This design comes from an exercise in tuning for small area on the open sky130 flow, not from production work.
Function was checked by simulation only, so behaviour that the tests miss may differ from the original.
The clock port is modelled as an ideal driver; clocking choices that lean on that would not hold on a real chip.
Power is estimated from default activity; no workload was simulated.

Setup of job 103:
// regfile_servo_bank
module regfile_servo_bank #(
  parameter int NUM_REGS   = 32,
  parameter int DATA_W     = 32,
  parameter int NUM_SERVO  = 6,
  parameter int SERVO_BASE = 1,
  parameter int SERVO_W    = 7,
  parameter int SERVO_MAX  = 127,
  localparam int AW        = $clog2(NUM_REGS)
) (
  input  logic                         clock,
  input  logic                         ctrl_reset,
  input  logic                         ctrl_writeEnable,
  input  logic [AW-1:0]                ctrl_writeReg,
  input  logic [DATA_W-1:0]            data_writeReg,
  input  logic [AW-1:0]                ctrl_readRegA,
  input  logic [AW-1:0]                ctrl_readRegB,
  output logic [DATA_W-1:0]            data_readRegA,
  output logic [DATA_W-1:0]            data_readRegB,
  input  logic                         servo_commit,
  output logic [NUM_SERVO*SERVO_W-1:0] servo_out,
  output logic [NUM_SERVO-1:0]         servo_dirty,
  output logic                         servo_update
);
  localparam logic [SERVO_W-1:0] CLAMP = SERVO_W'(SERVO_MAX);
  logic [NUM_REGS-1:1][DATA_W-1:0] regs_q, regs_d;
  logic [NUM_SERVO*SERVO_W-1:0]    servo_q, servo_d, servo_new;
  logic [NUM_SERVO-1:0]            dirty_q;
  logic                            update_q;
  logic                            wr_ok;
  logic [NUM_REGS-1:1]             wsel;     
  logic [NUM_REGS-1:1]             ld;       
  logic [NUM_REGS-1:1]             keep;     
  logic                            s_ld;     
  logic                            s_keep;   
  assign wr_ok  = ctrl_writeEnable && (ctrl_writeReg != '0);
  assign s_ld   = !ctrl_reset && servo_commit;
  assign s_keep = !ctrl_reset && !servo_commit;
  always_comb begin
    for (int i = 1; i < NUM_REGS; i++) begin
      wsel[i] = wr_ok && (ctrl_writeReg == AW'(i));
      ld[i]   = !ctrl_reset && wsel[i];
      keep[i] = !ctrl_reset && !wsel[i];
    end
  end
  for (genvar i = 1; i < NUM_REGS; i++) begin : g_reg
  ...
Size: about 3400 cells after synthesis, ~0.040 mm² of cells after synthesis.
export LEC_CHECK = 0
export CAP_MARGIN = 10
export CORE_MARGIN = 2
export CORE_UTILIZATION = 50
export PLACE_DENSITY = 0.65
export SLEW_MARGIN = 10
export SYNTH_HIERARCHICAL = 1
export SYNTH_MINIMUM_KEEP_SIZE = 0
create_clock -name core_clock -period 8.0 [get_ports {clock}]
standard.sh (not shown) runs the stock make flow with config.mk's settings and CLKGATE_MAP_FILE= SYNTH_SCRIPT=/design/flow/synth_recipe.tcl, a recipe that flattens the netlist after the stock synthesis.
==> flow/flow/run.sh <==
#!/bin/bash
# Own flow: the standard layout with smaller port buffers, a clock tree of larger sink
# clusters without dummy loads, and a power/area recovery pass after clock tree synthesis.
set -euo pipefail
here=$(pwd)
bash standard.sh \
  BUFFER_PORTS_ARGS="-buffer_cell sky130_fd_sc_hd__buf_1" \
  CTS_ARGS="-sink_clustering_enable -repair_clock_nets -dont_use_dummy_load -buf_list sky130_fd_sc_hd__clkbuf_16 -sink_clustering_size 25 -sink_clustering_max_diameter 100" \
  POST_CTS_TCL="$here/flow/post_cts.tcl" \
  finish > "$here/standard.log" 2>&1
==> flow/flow/post_cts.tcl <==
# Downsize cells on paths with slack to spare, then legalise the placement again.
repair_timing -recover_power 100 -verbose
detailed_placement
check_placement -verbose
Job 103 completed end to end with timing, DRC and antenna clean.
Setup changes, job 103 to job 9660
Settings: changing CORE_UTILIZATION from 50 to 55; setting CTS_BUF_LIST to sky130_fd_sc_hd__clkbuf_8 for the first time; changing SLEW_MARGIN from 10 to 20; changing PLACE_DENSITY from 0.65 to 0.7; changing CAP_MARGIN from 10 to 20; setting CTS_CLUSTER_SIZE to 25 for the first time.
==> flow/flow/run.sh <==
#!/bin/bash
# Own flow: the standard layout with smaller port buffers, a clock tree without
# dummy loads, and a power/area recovery pass after clock tree synthesis.
set -euo pipefail
here=$(pwd)
bash standard.sh \
  BUFFER_PORTS_ARGS="-buffer_cell sky130_fd_sc_hd__buf_1" \
  CTS_ARGS="-sink_clustering_enable -repair_clock_nets -dont_use_dummy_load -buf_list sky130_fd_sc_hd__clkbuf_8 -sink_clustering_size 25" \
  POST_CTS_TCL="$here/flow/post_cts.tcl" \
  finish > "$here/standard.log" 2>&1
Notes after the runs:
Job 9660 against job 103: sequential share of layout area saw a decrease, sum of internal, switching and leakage power shows an increase of about 11%, utilization grew by 7.1 points, number of buffers outside the clock class in the layout rose 13, layout overhead on the synthesized area now larger. Per the comparison of job 9660 with job 103, number of vias after detailed routing grew by 1869, number of antenna repair diodes now sits higher.
Here is what was changed in the inputs of job 4379 compared with job 9660.
Settings: changing CAP_MARGIN from 20 to 3; changing PLACE_DENSITY from 0.7 to 0.65; changing CORE_UTILIZATION from 55 to 50; changing SLEW_MARGIN from 20 to 3; removing CTS_BUF_LIST (formerly sky130_fd_sc_hd__clkbuf_8); removing CTS_CLUSTER_SIZE (formerly 25).
==> flow/flow/run.sh <==
#!/bin/bash
# Own flow: the standard layout with smaller port buffers, a clock tree of larger sink
# clusters without dummy loads, and a power/area recovery pass after clock tree synthesis.
set -euo pipefail
here=$(pwd)
bash standard.sh \
  BUFFER_PORTS_ARGS="-buffer_cell sky130_fd_sc_hd__buf_1" \
  CTS_ARGS="-sink_clustering_enable -repair_clock_nets -dont_use_dummy_load -buf_list sky130_fd_sc_hd__clkbuf_16 -sink_clustering_size 25 -sink_clustering_max_diameter 100" \
  POST_CTS_TCL="$here/flow/post_cts.tcl" \
  finish > "$here/standard.log" 2>&1
==> comparison <==
- Although job 4379 finished all stages, its layout failed final checks on capacitance limit, slew limit.
- Between job 4379 and job 9660, it is job 4379 whose clock power is lower, by 26%.
- Changes observed in job 4379 relative to job 9660: finished layout cell area shrank by 2.3%; total detailed-routing wirelength grew by about 0.54%; minimum setup slack in the final design grew by 0.53 ns; routing usage on met1 shrank by 3.5 points; number of buffers other than clock buffers in the final layout shrank by 17.
- Wire length of the first global-routing pass: job 4379 < job 9660
- [job 4379] power fell about 10% relative to job 9660
- The clock insertion delay at the later pin of the skew report reported for job 4379 is smaller than that of job 9660 by 0.17 ns.
- Going from job 9660 to job 4379, the minimum clock period after layout was found to have gone down by 0.53 ns.

-- port drivers added, routing unchanged --
The results above use ideal ports. As a check the final layouts listed here were re-extracted and re-timed, cells and wires unchanged. Step 1 assumes that a clkbuf_16 drives the clock port and a buf_2 every other input. Step 2 moves the port delays by t, midway between the first and last clock arrival at a register: inputs arrive t later, outputs are due t later. That takes back most of the time a late clock gives input paths. a / b / c = no drivers / after step 1 / after step 2; a / b = the first two.
run	t (ns)	setup slack, ns	hold WS [ns]	latest minus earliest clock arrival (ns)	pins driven straight from the clock port
job 103	0.712	0.190 / 0.165 / 0.165	0.470 / 0.470 / 0.470	0.067 / 0.067	1
job 9660	0.880	0.130 / 0.104 / 0.104	0.466 / 0.466 / 0.466	0.097 / 0.096	1
job 4379	0.706	0.662 / 0.634 / 0.634	0.475 / 0.475 / 0.475	0.062 / 0.062	1
The setup slack of job 4379, which loses most, moves by -0.028 ns with the drivers and by -0.028 ns with both steps.
